What follows belongs to an exercise in optimizing a design on an open flow for small area, a short achievable clock period and few clock cycles per item; a production flow would make more cautious choices. Only simulation tests tie the RTL to the original design; equivalence was not proved. No activity file was given, so power comes from the tool's default toggle rates.

`flow/config.mk`:
```
export PLATFORM = sky130hd
export DESIGN_NAME = ddr_persona_top
export DESIGN_NICKNAME = ddr_persona_top
export VERILOG_FILES = /design/flow/design.v
export SDC_FILE = /design/flow/constraint.sdc
export NUM_CORES = 4
export LEC_CHECK = 0
export CAP_MARGIN = 20
export CORE_MARGIN = 2
export CORE_UTILIZATION = 45
export SLEW_MARGIN = 20
```
`flow/constraint.sdc`:
```
create_clock -name core_clock -period 6.5 [get_ports {pr_region_clk}]
set_input_delay 1.3000 -clock core_clock [delete_from_list [all_inputs] [get_ports {pr_region_clk}]]
set_output_delay 1.3000 -clock core_clock [all_outputs]
set_load 0.01 [all_outputs]
```
`flow/design.v`:
```
`timescale 1ns/1ps
package ddr_persona_pkg;
   localparam int mem_addr_width = 6;
   localparam int mem_depth      = 1 << mem_addr_width;
   localparam int data_width     = 32;
   localparam int count_width    = 7;
   localparam int reg_addr_width = 3;
   localparam int ctrl_start_bit  = 0;
   localparam int ctrl_clr_bit    = 1;
   localparam int ctrl_inject_bit = 2;
   localparam int ctrl_verify_bit = 3;
   localparam int ctrl_wronly_bit = 4;
   localparam int stat_busy_bit = 0;
   localparam int stat_done_bit = 1;
   localparam int stat_pass_bit = 2;
   localparam logic [reg_addr_width-1:0] reg_control       = 3'd0;
   localparam logic [reg_addr_width-1:0] reg_status        = 3'd1;
   localparam logic [reg_addr_width-1:0] reg_base          = 3'd2;
   localparam logic [reg_addr_width-1:0] reg_count         = 3'd3;
   localparam logic [reg_addr_width-1:0] reg_seed          = 3'd4;
   localparam logic [reg_addr_width-1:0] reg_error_count   = 3'd5;
   localparam logic [reg_addr_width-1:0] reg_words_checked = 3'd6;
   localparam logic [1:0] idle       = 2'd0;
   localparam logic [1:0] ddr_access = 2'd1;
   localparam logic [1:0] undef      = 2'd2;
   localparam logic [1:0] gen_idle  = 2'd0;
   localparam logic [1:0] gen_write = 2'd1;
   localparam logic [1:0] gen_read  = 2'd2;
   localparam logic [1:0] gen_done  = 2'd3;
endpackage
`timescale 1ns/1ps
import ddr_persona_pkg::*;
module persona_reg_decode (
   input  logic                      pr_region_clk,
   input  logic                      rst_n,
   input  logic [reg_addr_width-1:0] reg_address,
   input  logic                      reg_write,
   input  logic                      reg_read,
   input  logic [data_width-1:0]     reg_writedata,
   output logic [data_width-1:0]     reg_readdata,
   output logic                      start_operation,
   output logic                      clr_io_reg,
   output logic                      inject_error,
   output logic                      verify_only,
   output logic                      write_only,
   output logic [mem_addr_width-1:0] base,
   output logic [count_width-1:0]    count,
   output logic [data_width-1:0]     seed,
   input  logic                      clear_start_operation,
   input  logic                      busy,
   input  logic [count_width-1:0]    error_count,
   input  logic [count_width-1:0]    words_checked,
   input  logic                      done,
   input  logic                      pass
);
   logic [reg_addr_width-1:0] addr;
   logic                   write_control;
   logic                   start_bit;
   logic                   inject_bit;
   logic                   verify_bit;
   logic                   wronly_bit;
   logic                   clr_pulse;
   logic [data_width-1:0]  base_reg;
   logic [data_width-1:0]  seed_reg;
   logic [count_width-1:0] count_reg;
   logic [data_width-1:0]  control_word;
   logic [data_width-1:0]  status_word;
   assign addr          = reg_address;
   assign write_control = reg_write && (addr == reg_control);
   always_ff @(posedge pr_region_clk or negedge rst_n) begin
      if (!rst_n) begin
         start_bit  <= 1'b0;
         inject_bit <= 1'b0;
         verify_bit <= 1'b0;
         wronly_bit <= 1'b0;
         clr_pulse  <= 1'b0;
         base_reg   <= '0;
         seed_reg   <= '0;
         count_reg  <= '0;
      end else begin
         clr_pulse <= write_control && reg_writedata[ctrl_clr_bit];
         if (write_control) begin
            start_bit  <= reg_writedata[ctrl_start_bit];
            inject_bit <= reg_writedata[ctrl_inject_bit];
            verify_bit <= reg_writedata[ctrl_verify_bit];
            wronly_bit <= reg_writedata[ctrl_wronly_bit];
         end else if (clear_start_operation) begin
            start_bit <= 1'b0;
         end
         if (reg_write) begin
            case (addr)
               reg_base: base_reg <= reg_writedata;
               reg_seed: seed_reg <= reg_writedata;
               reg_count: begin
                  if (reg_writedata > mem_depth) begin
                     count_reg <= mem_depth[count_width-1:0];
                  end else begin
                     count_reg <= reg_writedata[count_width-1:0];
                  end
               end
               default: ;
            endcase
         end
      end
   end
   always_comb begin
      control_word                  = '0;
      control_word[ctrl_start_bit]  = start_bit;
      control_word[ctrl_inject_bit] = inject_bit;
      control_word[ctrl_verify_bit] = verify_bit;
      control_word[ctrl_wronly_bit] = wronly_bit;
      status_word                   = '0;
      status_word[stat_busy_bit]    = busy;
      status_word[stat_done_bit]    = done;
      status_word[stat_pass_bit]    = pass;
   end
   always_ff @(posedge pr_region_clk or negedge rst_n) begin
      if (!rst_n) begin
         reg_readdata <= '0;
      end else if (reg_read) begin
         case (addr)
            reg_control:       reg_readdata <= control_word;
            reg_status:        reg_readdata <= status_word;
            reg_base:          reg_readdata <= base_reg;
            reg_count:         reg_readdata <= {{(data_width-count_width){1'b0}}, count_reg};
            reg_seed:          reg_readdata <= seed_reg;
            reg_error_count:   reg_readdata <= {{(data_width-count_width){1'b0}}, error_count};
            reg_words_checked: reg_readdata <= {{(data_width-count_width){1'b0}}, words_checked};
            default:           reg_readdata <= '0;
         endcase
      end
   end
   assign start_operation = start_bit;
   assign clr_io_reg      = clr_pulse;
   assign inject_error    = inject_bit;
   assign verify_only     = verify_bit;
   assign write_only      = wronly_bit;
   assign base            = base_reg[mem_addr_width-1:0];
   assign count           = count_reg;
   assign seed            = seed_reg;
endmodule
`timescale 1ns/1ps
import ddr_persona_pkg::*;
module mem_access (
   input  logic pr_region_clk,
   input  logic rst_n,
   input  logic start_operation,
   input  logic clr_io_reg,
   output logic clear_start_operation,
   output logic busy,
   output logic start_traffic_generator,
   input  logic ddr_access_completed
);
   logic [1:0] curr_state;
   logic [1:0] next_state;
   always_ff @(posedge pr_region_clk or negedge rst_n) begin
      if (!rst_n) begin
         curr_state <= idle;
      end else if (clr_io_reg) begin
         curr_state <= idle;
      end else begin
         curr_state <= next_state;
      end
   end
   always_comb begin
      next_state = undef;
      case (curr_state)
         idle: begin
            if (start_operation && !ddr_access_completed &&
                !clear_start_operation) begin
               next_state = ddr_access;
            end else begin
               next_state = idle;
            end
         end
         ddr_access: begin
            if (ddr_access_completed) begin
               next_state = idle;
            end else begin
               next_state = ddr_access;
            end
         end
         default: next_state = undef;
      endcase
   end
   always_ff @(posedge pr_region_clk or negedge rst_n) begin
      if (!rst_n) begin
         busy                    <= 1'b0;
         start_traffic_generator <= 1'b0;
         clear_start_operation   <= 1'b0;
      end else if (clr_io_reg) begin
         busy                    <= 1'b0;
         start_traffic_generator <= 1'b0;
         clear_start_operation   <= 1'b0;
      end else begin
         busy                    <= 1'b0;
         start_traffic_generator <= 1'b0;
         clear_start_operation   <= 1'b0;
         case (next_state)
            idle: clear_start_operation <= (curr_state == ddr_access);
            ddr_access: begin
               busy                    <= 1'b1;
               start_traffic_generator <= 1'b1;
            end
            default: ;
         endcase
      end
   end
endmodule
`timescale 1ns/1ps
import ddr_persona_pkg::*;
module traffic_generator (
   input  logic                      pr_region_clk,
   input  logic                      rst_n,
   input  logic                      clr_io_reg,
   input  logic                      inject_error,
   input  logic                      verify_only,
   input  logic                      write_only,
   input  logic [mem_addr_width-1:0] base,
   input  logic [count_width-1:0]    count,
   input  logic [data_width-1:0]     seed,
   input  logic                      start_traffic_generator,
   output logic                      check_valid,
   output logic                      mismatch,
   output logic                      ddr_access_completed
);
   logic [1:0]                state;
   logic [mem_addr_width-1:0] base_q;
   logic [count_width-1:0]    count_q;
   logic [data_width-1:0]     seed_q;
   logic                      inject_q;
   logic                      wronly_q;
   logic [count_width-1:0]    index;
   logic [data_width-1:0]     mem [mem_depth];
   logic [mem_addr_width-1:0] mem_addr;
   logic [data_width-1:0]     expected;
   logic [data_width-1:0]     write_data;
   logic [data_width-1:0]     rd_data;
   logic [data_width-1:0]     exp_q;
   logic                      mem_we;
   logic                      mem_re;
   logic                      rd_valid;
   logic                      completed;
   assign mem_addr = base_q + index[mem_addr_width-1:0];
   assign expected = seed_q + {{(data_width-count_width){1'b0}}, index};
   assign write_data = (inject_q && (index == '0)) ? {expected[data_width-1:1], ~expected[0]} : expected;
   assign mem_we   = (state == gen_write);
   assign mem_re   = (state == gen_read) && (index != count_q);
   always_ff @(posedge pr_region_clk) begin
      if (mem_we) begin
         mem[mem_addr] <= write_data;
      end
      if (mem_re) begin
         rd_data <= mem[mem_addr];
         exp_q   <= expected;
      end
   end
   always_ff @(posedge pr_region_clk) begin
      if ((state == gen_idle) && start_traffic_generator) begin
         base_q   <= base;
         count_q  <= count;
         seed_q   <= seed;
         inject_q <= inject_error;
         wronly_q <= write_only && !verify_only;
      end
   end
   always_ff @(posedge pr_region_clk or negedge rst_n) begin
      if (!rst_n) begin
         state     <= gen_idle;
         index     <= '0;
         rd_valid  <= 1'b0;
         completed <= 1'b0;
      end else if (clr_io_reg) begin
         state     <= gen_idle;
         index     <= '0;
         rd_valid  <= 1'b0;
         completed <= 1'b0;
      end else begin
         rd_valid  <= mem_re;
         completed <= 1'b0;
         case (state)
            gen_idle: begin
               index <= '0;
               if (start_traffic_generator) begin
                  if (count == '0) begin
                     completed <= 1'b1;
                     state     <= gen_done;
                  end else if (verify_only) begin
                     state <= gen_read;
                  end else begin
                     state <= gen_write;
                  end
               end
            end
            gen_write: begin
               if (index == count_q - 1'b1) begin
                  index <= '0;
                  if (wronly_q) begin
                     completed <= 1'b1;
                     state     <= gen_done;
                  end else begin
                     state <= gen_read;
                  end
               end else begin
                  index <= index + 1'b1;
               end
            end
            gen_read: begin
               if (mem_re) begin
                  index <= index + 1'b1;
               end else begin
                  completed <= 1'b1;
                  state     <= gen_done;
               end
            end
            gen_done: begin
               if (!start_traffic_generator) begin
                  state <= gen_idle;
               end
            end
         endcase
      end
   end
   assign check_valid          = rd_valid;
   assign mismatch             = rd_valid && (rd_data != exp_q);
   assign ddr_access_completed = completed;
endmodule
`timescale 1ns/1ps
import ddr_persona_pkg::*;
module access_result (
   input  logic                   pr_region_clk,
   input  logic                   rst_n,
   input  logic                   clr_io_reg,
   input  logic                   start_traffic_generator,
   input  logic                   check_valid,
   input  logic                   mismatch,
   input  logic                   ddr_access_completed,
   output logic [count_width-1:0] error_count,
   output logic [count_width-1:0] words_checked,
   output logic                   done,
   output logic                   pass
);
   logic start_q;
   logic run_start;
   assign run_start = start_traffic_generator && !start_q;
   always_ff @(posedge pr_region_clk or negedge rst_n) begin
      if (!rst_n) begin
         start_q       <= 1'b0;
         error_count   <= '0;
         words_checked <= '0;
         done          <= 1'b0;
         pass          <= 1'b0;
      end else begin
         start_q <= start_traffic_generator;
         if (clr_io_reg || run_start) begin
            error_count   <= '0;
            words_checked <= '0;
            done          <= 1'b0;
            pass          <= 1'b0;
         end else begin
            if (check_valid) begin
               words_checked <= words_checked + 1'b1;
               if (mismatch) begin
                  error_count <= error_count + 1'b1;
               end
            end
            if (ddr_access_completed) begin
               done <= 1'b1;
               pass <= (error_count == '0);
            end
         end
      end
   end
endmodule
`timescale 1ns/1ps
import ddr_persona_pkg::*;
module ddr_persona_top (
   input  logic                      pr_region_clk,
   input  logic                      rst_n,
   input  logic [reg_addr_width-1:0] reg_address,
   input  logic                      reg_write,
   input  logic                      reg_read,
   input  logic [data_width-1:0]     reg_writedata,
   output logic [data_width-1:0]     reg_readdata
);
   logic [count_width-1:0]    error_count;
   logic [count_width-1:0]    words_checked;
   logic                      done;
   logic                      pass;
   logic                      start_operation;
   logic                      clr_io_reg;
   logic                      inject_error;
   logic                      verify_only;
   logic                      write_only;
   logic [mem_addr_width-1:0] base;
   logic [count_width-1:0]    count;
   logic [data_width-1:0]     seed;
   logic                      clear_start_operation;
   logic                      busy;
   logic                      start_traffic_generator;
   logic                      check_valid;
   logic                      mismatch;
   logic                      ddr_access_completed;
   persona_reg_decode i_reg_decode (
      .pr_region_clk         (pr_region_clk),
      .rst_n                 (rst_n),
      .reg_address           (reg_address),
      .reg_write             (reg_write),
      .reg_read              (reg_read),
      .reg_writedata         (reg_writedata),
      .reg_readdata          (reg_readdata),
      .start_operation       (start_operation),
      .clr_io_reg            (clr_io_reg),
      .inject_error          (inject_error),
      .verify_only           (verify_only),
      .write_only            (write_only),
      .base                  (base),
      .count                 (count),
      .seed                  (seed),
      .clear_start_operation (clear_start_operation),
      .busy                  (busy),
      .error_count           (error_count),
      .words_checked         (words_checked),
      .done                  (done),
      .pass                  (pass)
   );
   mem_access i_mem_access (
      .pr_region_clk           (pr_region_clk),
      .rst_n                   (rst_n),
      .start_operation         (start_operation),
      .clr_io_reg              (clr_io_reg),
      .clear_start_operation   (clear_start_operation),
      .busy                    (busy),
      .start_traffic_generator (start_traffic_generator),
      .ddr_access_completed    (ddr_access_completed)
   );
   traffic_generator i_traffic_gen (
      .pr_region_clk           (pr_region_clk),
      .rst_n                   (rst_n),
      .clr_io_reg              (clr_io_reg),
      .inject_error            (inject_error),
      .verify_only             (verify_only),
      .write_only              (write_only),
      .base                    (base),
      .count                   (count),
      .seed                    (seed),
      .start_traffic_generator (start_traffic_generator),
      .check_valid             (check_valid),
      .mismatch                (mismatch),
      .ddr_access_completed    (ddr_access_completed)
   );
   access_result i_access_result (
      .pr_region_clk           (pr_region_clk),
      .rst_n                   (rst_n),
      .clr_io_reg              (clr_io_reg),
      .start_traffic_generator (start_traffic_generator),
      .check_valid             (check_valid),
      .mismatch                (mismatch),
      .ddr_access_completed    (ddr_access_completed),
      .error_count             (error_count),
      .words_checked           (words_checked),
      .done                    (done),
      .pass                    (pass)
   );
endmodule
```
`flow/run.sh`:
```
#!/bin/bash
# synth_recipe.tcl (not shown) runs the flow's synth.tcl, then flattens the netlist and writes it again
# the make line also repeats each setting of config.mk as NAME=value (left out here)
make -C /OpenROAD-flow-scripts/flow DESIGN_CONFIG=/design/flow/config.mk WORK_HOME=/design/flow/orfs CLKGATE_MAP_FILE= SYNTH_SCRIPT=/design/flow/synth_recipe.tcl finish
```
==> impl_results.md <==
* Status: complete, no violations
* Final Power at 54.2 mW
* Post-synth cell types at 77
* # hold bufs at CTS at 0
* P_int at 31.8 mW
* CTS root buf: clkbuf_16
* Max reg flops at 2,048
* Comb power frac at 41.5%
* Leak pwr at 34.2 nW
* Worst Hold Margin at 455 ps
* Unrepaired setup endpoints after global routing: false
* Initial antenna violation count at 20
* TNS Setup at 0 ps
* GRT overflow at 0
* Critical-path top delay cell: xor2_4
* Post-synth top area share at 71.0%
* Routability cong. at 0.950
* First-pass GRT wire length at 405,000 um
* Seq/Total Area, Yosys at 74.8%
* Die width at 454 um
* Period minus WS final at 5340 ps
* Synthesized Nets at 5,762
* DR iter-0 viols at 8,589
* GR Util All Layers at 27.6%
* CTS H-Tree Depth at 4
* Area leader, netlist: edfxtp_1
* Yosys reg bits at 2,298
* Slowest stage delay, CP at 920 ps
* Main flop type after synthesis: edfxtp_1
* Vias in the first global route at 53,000
* Drt pass-1 iters at 6
* Final WL at 288,000 um
* Nets at 5,899
* Post-route ant nets at 0
* Core footprint at 0.202 sq mm
* Crit end category: flip-flop
* Gate Count Post-Synth at 5,699
* CTS tree: built
* Synth async-reset ratio at 6.05%
* Ys Warns at 4
* Worst path cell trace: ha_4, fa_4, xor2_4, buf_12, mux4_2, a2111oi_0, a221oi_1, o21ai_0, nor4_1
* CTS resizes at 0
* Vias per cell at 6.41
* Dpl hpwl at 162,000 um
* PD cells at 524 mW/mm^2
* Hold Crit Class: reg -> reg
* Core Util, Final at 51.2%
* Fraction of layout cells with a size suffix above 1 at 15.2%
* Setup Buffers After CTS at 0
* Seq pwr share at 35.4%
* Arrival @ worst endpoint at 5920 ps
* Reg clk slew, reported paths at 70 ps
* Die height at 454 um
* Peak Freq at 187 MHz
* Max Fanout on Critical Path at 76
* Clock power frac at 23.1%
* Worst skew pair latency at 870 ps
* Initial core utilization at 45.2%
* Via count at 55,800
* Row count at 165
* Final hold viol count at 0
* Crit Path Class: reg -> reg
* Setup violators final at 0
* DRC violations left at 0
* Die ar. at 0.206 sq mm
* Number of CTS-inserted buffers at 226
* Max-cap viol count at 0
* Rel. slew slack at 8.70%
* Ports at 71
* WL per Instance at 33.1 um
* Sw Share at 41.5%
* Synth top area cells: edfxtp_1 (71%), dfrtp_1 (3.8%), mux2i_1 (3.5%)
* Port bufs at 70
* Worst-Margin Slew at 1350 ps
* Clock Sinks at 2,298
* Clock Path Buffers at 3
* Area Growth Syn to Fin at 13.3%
* Sw Pwr at 22.5 mW
* EDFF count, synth at 2,159
* Max Transition Viols Final at 0
* Peak supply drop at 0.844 mV
* Crit start category: flip-flop
* Post-Syn Area at 0.0913 sq mm
* Top reg by flops: i_traffic_gen.mem
* Synth Area per Inst at 16.0 sq um
* Largest net degree at the start of global routing at 117
* Crit share post-route at 82.1%
* Layout Skew at 35.7 ps
* Crit path required time at 7080 ps
## final timing paths
path | from | to | slack [ps] | cells after the start
setup / recovery | i_traffic_gen.index[0]$_DFFE_PN0P_ | i_traffic_gen.rd_data[17]$_DFFE_PP_ | 1160 | 9
hold / removal | i_mem_access.curr_state[1]$_DFF_PN0_ | i_mem_access.clear_start_operation$_DFF_PN0_ | 460 | 1
setup reg to reg | i_traffic_gen.index[0]$_DFFE_PN0P_ | i_traffic_gen.rd_data[17]$_DFFE_PP_ | 1160 | 9
hold reg to reg | i_mem_access.curr_state[1]$_DFF_PN0_ | i_mem_access.clear_start_operation$_DFF_PN0_ | 460 | 1
max in group asynchronous | rst_n | i_reg_decode.seed_reg[12]$_DFFE_PN0P_ | 4740 | 2
min in group asynchronous | rst_n | i_mem_access.curr_state[0]$_DFF_PN0_ | 510 | 1
## metal layers
metal / share of wire [%] / track usage [%] / vias to the layer above
met3: 12 / 7.02 / 591
met2: 45 / 41.5 / 3458
met5: 0.017 / 0 / -
met4: 4.4 / 11.1 / 8
li1: - / - / 22900
met1: 38 / 38.4 / 28900
## through the flow
| step | setup WS (ps) | cells | cell area, sq um |
|---|---|---|---|
| 2_1_floorplan | 1280 | 5699 | 91300 |
| 5_1_grt | 1160 | 8707 | 103000 |
| 3_5_place_dp | 1320 | 8280 | 96400 |
| 6_report | 1160 | 8711 | 103000 |
| 3_3_place_gp | 1240 | 8279 | 96400 |
| 4_1_cts | 1290 | 8707 | 103000 |
## power groups by stage
| stage | combinational (mW) | sequential [mW] | clock, mW |
|---|---|---|---|
| 6_report | 22.5 | 19.2 | 12.5 |
| 5_1_grt | 23.1 | 19.2 | 13.2 |
| 4_1_cts | 21.9 | 19.2 | 12.6 |
| 3_5_place_dp | 21.9 | 19.5 | 0 |
| 3_3_place_gp | 21.7 | 19.5 | 0 |
| 2_1_floorplan | 11.9 | 19.5 | 0 |
## synthesized netlist by cell type (72+ instances only)
master and count:
buf_2 178, o22ai_1 109, edfxtp_1 2159, a31oi_1 121, o21ai_0 145, xnor2_1 72
dfrtp_1 139, and3_1 113, a21oi_1 257, nand3_1 207, nand2_1 501, nor3_1 108
mux2i_1 316, mux2_2 106, mux4_2 119, clkbuf_1 136, a221oi_1 87, nor2_1 161
## placed cells by master (no fill, tap or decap), types with 106 or more instances in the layout
| master | n |
|---|---|
| nor2_1 | 156 |
| clkbuf_16 | 229 |
| o21ai_0 | 143 |
| edfxtp_1 | 2159 |
| mux2_2 | 106 |
| mux4_2 | 119 |
| nand3_1 | 207 |
| a31oi_1 | 120 |
| mux2i_1 | 316 |
| a21oi_1 | 257 |
| dfrtp_1 | 139 |
| buf_4 | 210 |
| and3_1 | 113 |
| nand2_1 | 496 |
| o22ai_1 | 109 |
## kinds of logic after synthesis
kind of cell	after synthesis	share of synthesized area, %
compound gates	1063	7.81
simple gates	1232	6.23
flops	2298	74.8
xor+xnor	88	0.852
buf+inv	453	2.23
mux	541	7.71
fa+ha+maj	24	0.345
## area by class of cell
class                   instances  area, sq um
diodes                          4         10.0
clock buffers                 292         5980
clock inverters               135         1030
fillers                     16500        98500
inverters                      55          214
multi-input cells            2948        21700
flip-flops and latches       2298        68300
well taps                    2672         3340
repair buffers                307         2810
## worst max-delay path: cells and delay by family (launching register included)
kind / cells / cell delay [ps]
flops: 1 / 500
mux: 1 / 370
fa+ha+maj: 2 / 720
simple gates: 1 / 100
buf+inv: 1 / 450
xor+xnor: 1 / 920
compound gates: 3 / 1960
Testbench counts, summed over its fixed seeds: cycles 67,317, words 40,972.

[what the ideal ports hide]
In the flow no input, the clock included, has a driving cell. The finished layout below was timed again as built, in two steps. Step 1 assumes that a clkbuf_16 drives the clock port and a buf_2 every other input. Step 2 times the ports against the registers' clock, not the clock port: input delays grow and output delays shrink by t, the midpoint of the rising clock arrivals with the driver on. Slacks: no drivers / after step 1 / after step 2; pairs: no drivers / after step 1.
t (ns): 0.942
slack for setup (ns): 1.165 / 1.165 / 1.165
worst setup path at the end: register to register
worst data-port slew with drivers (ns): 0.05
After both steps setup and hold are still met in this run. The setup slack of this run moves by 0.000 ns with the drivers and by 0.000 ns with both steps.
